What follows belongs to an exercise in optimizing a design on an open flow for small area, a short achievable clock period and few clock cycles per item; a production flow would make more cautious choices.
In this exercise RTL edits were held to simulation tests only and were not proved equivalent to the original.

==> design/flow/config.mk <==
export PLATFORM = sky130hd
export DESIGN_NAME = bezier_de_casteljau_evaluator
export DESIGN_NICKNAME = bezier_de_casteljau_evaluator
export VERILOG_FILES = /design/flow/design.v
export SDC_FILE = /design/flow/constraint.sdc
export NUM_CORES = 4
export LEC_CHECK = 0
export CAP_MARGIN = 20
export CORE_MARGIN = 2
export CORE_UTILIZATION = 40
export SLEW_MARGIN = 20
==> design/flow/constraint.sdc <==
create_clock -name core_clock -period 10.0 [get_ports {clk}]
set_input_delay 2.0000 -clock core_clock [delete_from_list [all_inputs] [get_ports {clk}]]
set_output_delay 2.0000 -clock core_clock [all_outputs]
set_load 0.01 [all_outputs]
==> design/flow/design.v <==
package bdc_pkg;
	localparam logic OP_LOAD = 1'b0;
	localparam logic OP_EVAL = 1'b1;
	localparam int AXES   = 3;    
	localparam int IO_W   = 16;   
	localparam int U_W    = 16;   
	localparam int IDX_W  = 4;    
	localparam int CNT_W  = 5;    
	localparam int MIN_PTS = 3;   
endpackage
module bdc_ram #(
	parameter int WIDTH = 48,
	parameter int DEPTH = 16
) (
	input  logic                     clk,
	input  logic                     we,
	input  logic [$clog2(DEPTH)-1:0] waddr,
	input  logic [WIDTH-1:0]         wdata,
	input  logic [$clog2(DEPTH)-1:0] raddr,
	output logic [WIDTH-1:0]         rdata
);
	logic [WIDTH-1:0] mem [DEPTH];
	always_ff @(posedge clk) begin
		if (we) begin
			mem[waddr] <= wdata;
		end
		rdata <= mem[raddr];
	end
endmodule
module bezier_de_casteljau_evaluator #(
	parameter int MAX_POINTS  = 16,
	parameter int COORD_WIDTH = 16
) (
	input  logic                              clk,
	input  logic                              arst_n,
	input  logic                              start,
	output logic                              busy,
	input  logic                              operation,
	input  logic [bdc_pkg::IDX_W-1:0]         point_index,
	input  logic signed [bdc_pkg::IO_W-1:0]   point_x,
	input  logic signed [bdc_pkg::IO_W-1:0]   point_y,
	input  logic signed [bdc_pkg::IO_W-1:0]   point_z,
	input  logic [bdc_pkg::U_W-1:0]           param_u,
	input  logic [bdc_pkg::CNT_W-1:0]         points_in_use,
	output logic                              done,
	output logic signed [bdc_pkg::IO_W-1:0]   curve_x,
	output logic signed [bdc_pkg::IO_W-1:0]   curve_y,
	output logic signed [bdc_pkg::IO_W-1:0]   curve_z
);
	localparam int AXES    = bdc_pkg::AXES;
	localparam int IO_W    = bdc_pkg::IO_W;
	localparam int U_W     = bdc_pkg::U_W;
	localparam int MIN_PTS = bdc_pkg::MIN_PTS;
	localparam logic OP_LOAD = bdc_pkg::OP_LOAD;
	localparam logic OP_EVAL = bdc_pkg::OP_EVAL;
	localparam int CW = COORD_WIDTH;
	localparam int AW = $clog2(MAX_POINTS);        
	localparam int NW = $clog2(MAX_POINTS + 1);    
	localparam int DW = CW + 1;                    
	localparam int PW = DW + U_W + 1;              
	localparam logic [1:0] ST_IDLE  = 2'd0;
	localparam logic [1:0] ST_RUN   = 2'd1;
	localparam logic [1:0] ST_GAP   = 2'd2;
	localparam logic [1:0] ST_DRAIN = 2'd3;
	typedef logic [AXES*CW-1:0] point_t;    
	logic [1:0]    state_q;
	logic [AW-1:0] rd_idx_q;       
	logic [AW-1:0] last_idx_q;     
	logic          from_ctrl_q;    
	logic [U_W-1:0] u_q;
	logic          vld_s1, first_s1, final_s1, ctrl_s1;
	logic [AW-1:0] idx_s1;
	point_t        prev_q;         
	logic          vld_s2, final_s2;
	logic [AW-1:0] waddr_s2;
	point_t        p_s2;
	logic [AXES*PW-1:0] prod_s2;    
	logic       done_q;
	point_t     res_q;
	logic          accept;
	logic          load_req, eval_req;
	logic [NW-1:0] n_eff;
	logic          too_few;
	logic          ctrl_we;
	logic [AW-1:0] ctrl_waddr;
	point_t        ctrl_wdata;
	assign busy   = (state_q != ST_IDLE);
	assign accept = start && !busy;
	assign load_req = accept && (operation == OP_LOAD);
	assign eval_req = accept && (operation == OP_EVAL);
	always_comb begin
		if (32'(points_in_use) > 32'(MAX_POINTS)) begin
			n_eff = NW'(MAX_POINTS);
		end else begin
			n_eff = NW'(points_in_use);
		end
	end
	assign too_few = (32'(n_eff) < 32'(MIN_PTS));
	assign ctrl_we    = load_req && (32'(point_index) < 32'(MAX_POINTS));
	assign ctrl_waddr = AW'(point_index);
	assign ctrl_wdata = {CW'(point_z), CW'(point_y), CW'(point_x)};
	point_t        ctrl_rdata, scr_rdata, scr_wdata;
	logic          scr_we;
	bdc_ram #(.WIDTH(AXES * CW), .DEPTH(MAX_POINTS)) u_ctrl_ram (
		.clk   (clk),
		.we    (ctrl_we),
		.waddr (ctrl_waddr),
		.wdata (ctrl_wdata),
		.raddr (rd_idx_q),
		.rdata (ctrl_rdata)
	);
	bdc_ram #(.WIDTH(AXES * CW), .DEPTH(MAX_POINTS)) u_scr_ram (
		.clk   (clk),
		.we    (scr_we),
		.waddr (waddr_s2),
		.wdata (scr_wdata),
		.raddr (rd_idx_q),
		.rdata (scr_rdata)
	);
	logic issue;
	assign issue = (state_q == ST_RUN);
	always_ff @(posedge clk or negedge arst_n) begin
		if (!arst_n) begin
			state_q     <= ST_IDLE;
			rd_idx_q    <= '0;
			last_idx_q  <= '0;
			from_ctrl_q <= 1'b0;
		end else begin
			unique case (state_q)
				ST_IDLE: begin
					if (eval_req && !too_few) begin
						state_q     <= ST_RUN;
						rd_idx_q    <= '0;
						last_idx_q  <= AW'(n_eff - NW'(1));
						from_ctrl_q <= 1'b1;
					end
				end
				ST_RUN: begin
					if (rd_idx_q == last_idx_q) begin
						rd_idx_q <= '0;
						if (last_idx_q == AW'(1)) begin
							state_q <= ST_DRAIN;
						end else begin
							state_q     <= ST_GAP;
							last_idx_q  <= last_idx_q - AW'(1);
							from_ctrl_q <= 1'b0;
						end
					end else begin
						rd_idx_q <= rd_idx_q + AW'(1);
					end
				end
				ST_GAP: begin
					state_q <= ST_RUN;
				end
				ST_DRAIN: begin
					if (vld_s2 && final_s2) begin
						state_q <= ST_IDLE;
					end
				end
				default: begin
					state_q <= ST_IDLE;
				end
			endcase
		end
	end
	always_ff @(posedge clk) begin
		if (eval_req) begin
			u_q <= param_u;
		end
	end
	always_ff @(posedge clk or negedge arst_n) begin
		if (!arst_n) begin
			vld_s1 <= 1'b0;
		end else begin
			vld_s1 <= issue;
		end
	end
	always_ff @(posedge clk) begin
		first_s1 <= (rd_idx_q == '0);
		final_s1 <= (last_idx_q == AW'(1));
		ctrl_s1  <= from_ctrl_q;
		idx_s1   <= rd_idx_q;
	end
	point_t q_s1;
	assign q_s1 = ctrl_s1 ? ctrl_rdata : scr_rdata;
	always_ff @(posedge clk or negedge arst_n) begin
		if (!arst_n) begin
			vld_s2 <= 1'b0;
		end else begin
			vld_s2 <= vld_s1 && !first_s1;
		end
	end
	always_ff @(posedge clk) begin
		if (vld_s1) begin
			prev_q <= q_s1;
		end
		final_s2 <= final_s1;
		waddr_s2 <= idx_s1 - AW'(1);
		p_s2     <= prev_q;
	end
	for (genvar a = 0; a < AXES; a++) begin : g_mul
		always_ff @(posedge clk) begin
			prod_s2[a*PW +: PW] <= PW'(($signed(DW'($signed(q_s1[a*CW +: CW])))
				- $signed(DW'($signed(prev_q[a*CW +: CW]))))
				* $signed({1'b0, u_q}));
		end
	end
	for (genvar a = 0; a < AXES; a++) begin : g_step
		logic signed [PW-1:0] step;
		assign step         = $signed(prod_s2[a*PW +: PW]) >>> U_W;
		assign scr_wdata[a*CW +: CW] = p_s2[a*CW +: CW] + step[CW-1:0];
	end
	assign scr_we = vld_s2 && !final_s2;
	always_ff @(posedge clk or negedge arst_n) begin
		if (!arst_n) begin
			done_q <= 1'b0;
		end else begin
			done_q <= vld_s2 && final_s2;
		end
	end
	always_ff @(posedge clk) begin
		if (vld_s2 && final_s2) begin
			res_q <= scr_wdata;
		end
	end
	assign done    = done_q;
	assign curve_x = IO_W'($signed(res_q[0 +: CW]));
	assign curve_y = IO_W'($signed(res_q[CW +: CW]));
	assign curve_z = IO_W'($signed(res_q[2*CW +: CW]));
endmodule
==> design/flow/run.sh <==
#!/bin/bash
# synth_recipe.tcl (not shown) runs the flow's synth.tcl, then flattens the netlist and writes it again
# the make line also repeats each setting of config.mk as NAME=value (left out here)
make -C /OpenROAD-flow-scripts/flow DESIGN_CONFIG=/design/flow/config.mk WORK_HOME=/design/flow/orfs CLKGATE_MAP_FILE= SYNTH_SCRIPT=/design/flow/synth_recipe.tcl finish
==> notes.md <==
vias in the first global route=57000; largest net degree at the start of global routing=128; # fillers=21700; status=complete, no violations; Fmax=0.107 GHz; CORE AREA=249000 um2; WL met3=13600 um; clock sink count=1866; hold crit path type=reg2reg; Largest stage delay, worst path=0.56 ns; drt drc=0; Via-to-Cell Ratio=5.14; final setup TNS=0 ns; setup violators final=0; max layer used=met5; metal2 WL=117000 um; worst flop-to-flop path startpoint=ctrl_s1; startpoint type of the worst setup path=flop; adder-cell share of the synthesized area=20.1%; synth-to-layout area growth=12.2%; Tcrit/Tclk final=93.4%; crit path from=ctrl_s1; TritonRoute pass-1 iters=5; Die ar.=254000 um2; Max transition margin=29.7%; Critical Path RT=10.75 ns; Synth Area per Inst=15.3 um2; Clock Path Buffers=3; RSZ-0062 raised after global routing=no; DR iter-0 viols=3838; Worst Path Buf+Inv=8; Die Span Y=504 um; Hold Startpoint=final_s1; EDFF count, synth=1648; XOR/XNOR Fraction of Synth Area=1.78%; skew final=0.0512 ns; hold-fix buffers at CTS=0; CP max FO=40; WL/cell=23.0 um; number of buffers created by CTS=188; io pins=127; Post-CTS Setup Bufs=0; WL final=236000 um; Reg clk slew, reported paths=0.06 ns; Row Count=183; slowest cell on the critical path=fa_1; Mapped Area=100000 um2; initial antenna violation count=33; FF+latch count, synth=1866; latest clock arrival within the worst-skew pair=0.85 ns; Met1 Wirelength=101000 um; ys flop type=edfxtp_1; Design Area, Final=112000 um2; largest family of logic cells by synthesized area=adder cells; Syn Inst Count=6561; top cell family by delay on the critical path=adder cells; number of gates resized after CTS=0; Fin. Hold Viols=0; Placed Area=106000 um2; Synth Area in Simple Gates=5.85%; mux cell area share after synthesis=11.4%; vias=52800; grt total ovfl=0; Initial Utilization=40.2%; Post-synth ARST share=0.750%; post-synthesis compound-gate area fraction=2.05%; port bufs=126; Max Cap Viol=0; GRT Total Usage=18.9%; hpwl dp=152000 um; Die X-Extent=504 um; CP Class=reg2reg; Slew @ Worst Pin=1.05 ns; Ys Warns=2; sequential area share after synthesis=53.8%; Pins Over Slew Limit=0; crit end category=flop; crit path DAT=10.09 ns; Post-DRT Antenna Nets=0; layout cell share with drive strength beyond 1=15.0%; Synth cell types=70; first-pass GRT wire length=360000 um; Mapped Nets=7777; fin nets=7998; post-layout min period=9.34 ns; CTS tree=yes; clock root buffer=clkbuf_16; R2R setup slack=0.66 ns; RePlAce Congestion=0.821; CTS H-tree depth=4
-- flip-flops by register name, summed over array words and instances (netlist names), 16 cells and up --
register / count
g_step.step: 48
p_s2: 48
prev_q: 48
res_q: 48
u_ctrl_ram.mem: 768
u_ctrl_ram.rdata: 48
u_q: 16
u_scr_ram.mem: 768
u_scr_ram.rdata: 48
-- cells in the final DEF (no fill, tap or decap), types with 17 or more instances in the layout --
| master | netlist | routed |
|---|---|---|
| nor2b_1 | 78 | 78 |
| fa_1 | 781 | 781 |
| mux4_2 | 480 | 480 |
| xor2_1 | 49 | 48 |
| clkinv_2 | 0 | 40 |
| nand2_1 | 441 | 441 |
| clkbuf_1 | 223 | 37 |
| nand2b_1 | 51 | 51 |
| nor2_1 | 117 | 91 |
| o21ai_0 | 62 | 62 |
| dfxtp_1 | 204 | 203 |
| xnor2_1 | 154 | 145 |
| clkbuf_8 | 0 | 17 |
| clkdlybuf4s50_1 | 0 | 126 |
| nor2_4 | 0 | 24 |
| edfxtp_1 | 1648 | 1648 |
| inv_1 | 1088 | 1088 |
| mux2_2 | 43 | 43 |
| ha_1 | 358 | 358 |
| clkbuf_16 | 0 | 190 |
| clkinv_1 | 0 | 27 |
| a21o_1 | 39 | 39 |
| buf_4 | 0 | 154 |
| a21oi_1 | 81 | 81 |
| nor3_1 | 46 | 36 |
| and2_1 | 352 | 351 |
| nand3_1 | 31 | 31 |
-- routing by layer --
layer	track usage (%)	vias up
li1	-	23200
met1	25.3	28000
met2	31.9	1270
met3	3.57	325
met4	4.35	34
met5	0	-
-- metrics by stage --
stage / setup WS (ns) / hold slack [ns] / utilization [%] / instances
final: 0.663 / 0.327 / 45.2 / 10300
after global routing: 0.0325 / 0.345 / 45.2 / 10300
after CTS: 0.558 / 0.327 / 45.1 / 10300
after floorplan: 1.08 / 0.310 / - / 6561
after detailed placement: 0.609 / 0.314 / 42.7 / 9922
after global placement: 0.730 / 0.320 / 42.7 / 9922
-- final cells by class --
| type | instances | area (um2) | share of cell area (%) |
|---|---|---|---|
| diodes | 7 | 17.5 | 0.0156 |
| clock buffers | 244 | 5130 | 4.56 |
| clock inverters | 106 | 967 | 0.860 |
| inverters | 1088 | 4080 | 3.63 |
| multi-input cells | 3351 | 41500 | 37.0 |
| flip-flops and latches | 1866 | 53900 | 48.0 |
| well taps | 3330 | 4170 | 3.71 |
| repair buffers | 287 | 2560 | 2.28 |
-- final timing paths --
| kind | endpoint | cells after the start |
|---|---|---|
| max | g_step[0].step[13] | 36 |
| min | final_s2 | 0 |
| max reg2reg | g_step[0].step[13] | 36 |
| min reg2reg | final_s2 | 0 |
| max in group asynchronous | rd_idx_q[0] | 1 |
| min in group asynchronous | last_idx_q[0] | 1 |
-- cells by family (layout without fill, tap and decap cells) --
| logic type | after synthesis | count (layout) |
|---|---|---|
| flops | 1866 | 1866 |
| fa+ha+maj | 1139 | 1139 |
| simple gates | 1169 | 1169 |
| mux | 532 | 532 |
| xor+xnor | 203 | 203 |
| compound gates | 308 | 308 |
| buf+inv | 1344 | 1725 |
| other cells | 0 | 7 |
-- Yosys cell counts, drive strengths merged (65+ instances only) --
library cell	number	area, um2
ha	358	4480
xnor2	154	1350
inv	1088	4080
edfxtp	1648	49500
dfxtp	204	4080
mux4	480	10800
nor2b	78	488
a21oi	82	414
clkbuf	223	837
o21ai	65	325
and2	353	2210
nand2	441	1660
nor2	117	439
fa	781	15600
Testbench counts, summed over its fixed seeds: cycles 173,684, items 4,096.

==> port drivers added, routing unchanged <==
The flow's constraints put no driver on any port. The routed layout listed below was extracted and timed again, unchanged, in two steps. Step 1: set_driving_cell puts a clkbuf_16 on clk and a buf_2 on each other input, an assumption about the parent block. Step 2 times the ports against the registers' clock, not the clock port: input delays grow and output delays shrink by t, the midpoint of the rising clock arrivals with the driver on. Slacks: no drivers / after step 1 / after step 2; pairs: no drivers / after step 1.
shift t [ns]: 0.905
slack for setup (ns): 0.663 / 0.663 / 0.663
worst slew at a driven data input, ns: 0.12
After both steps this run still meets setup and hold. The setup slack of this run moves by 0.000 ns with the drivers and by 0.000 ns with both steps.
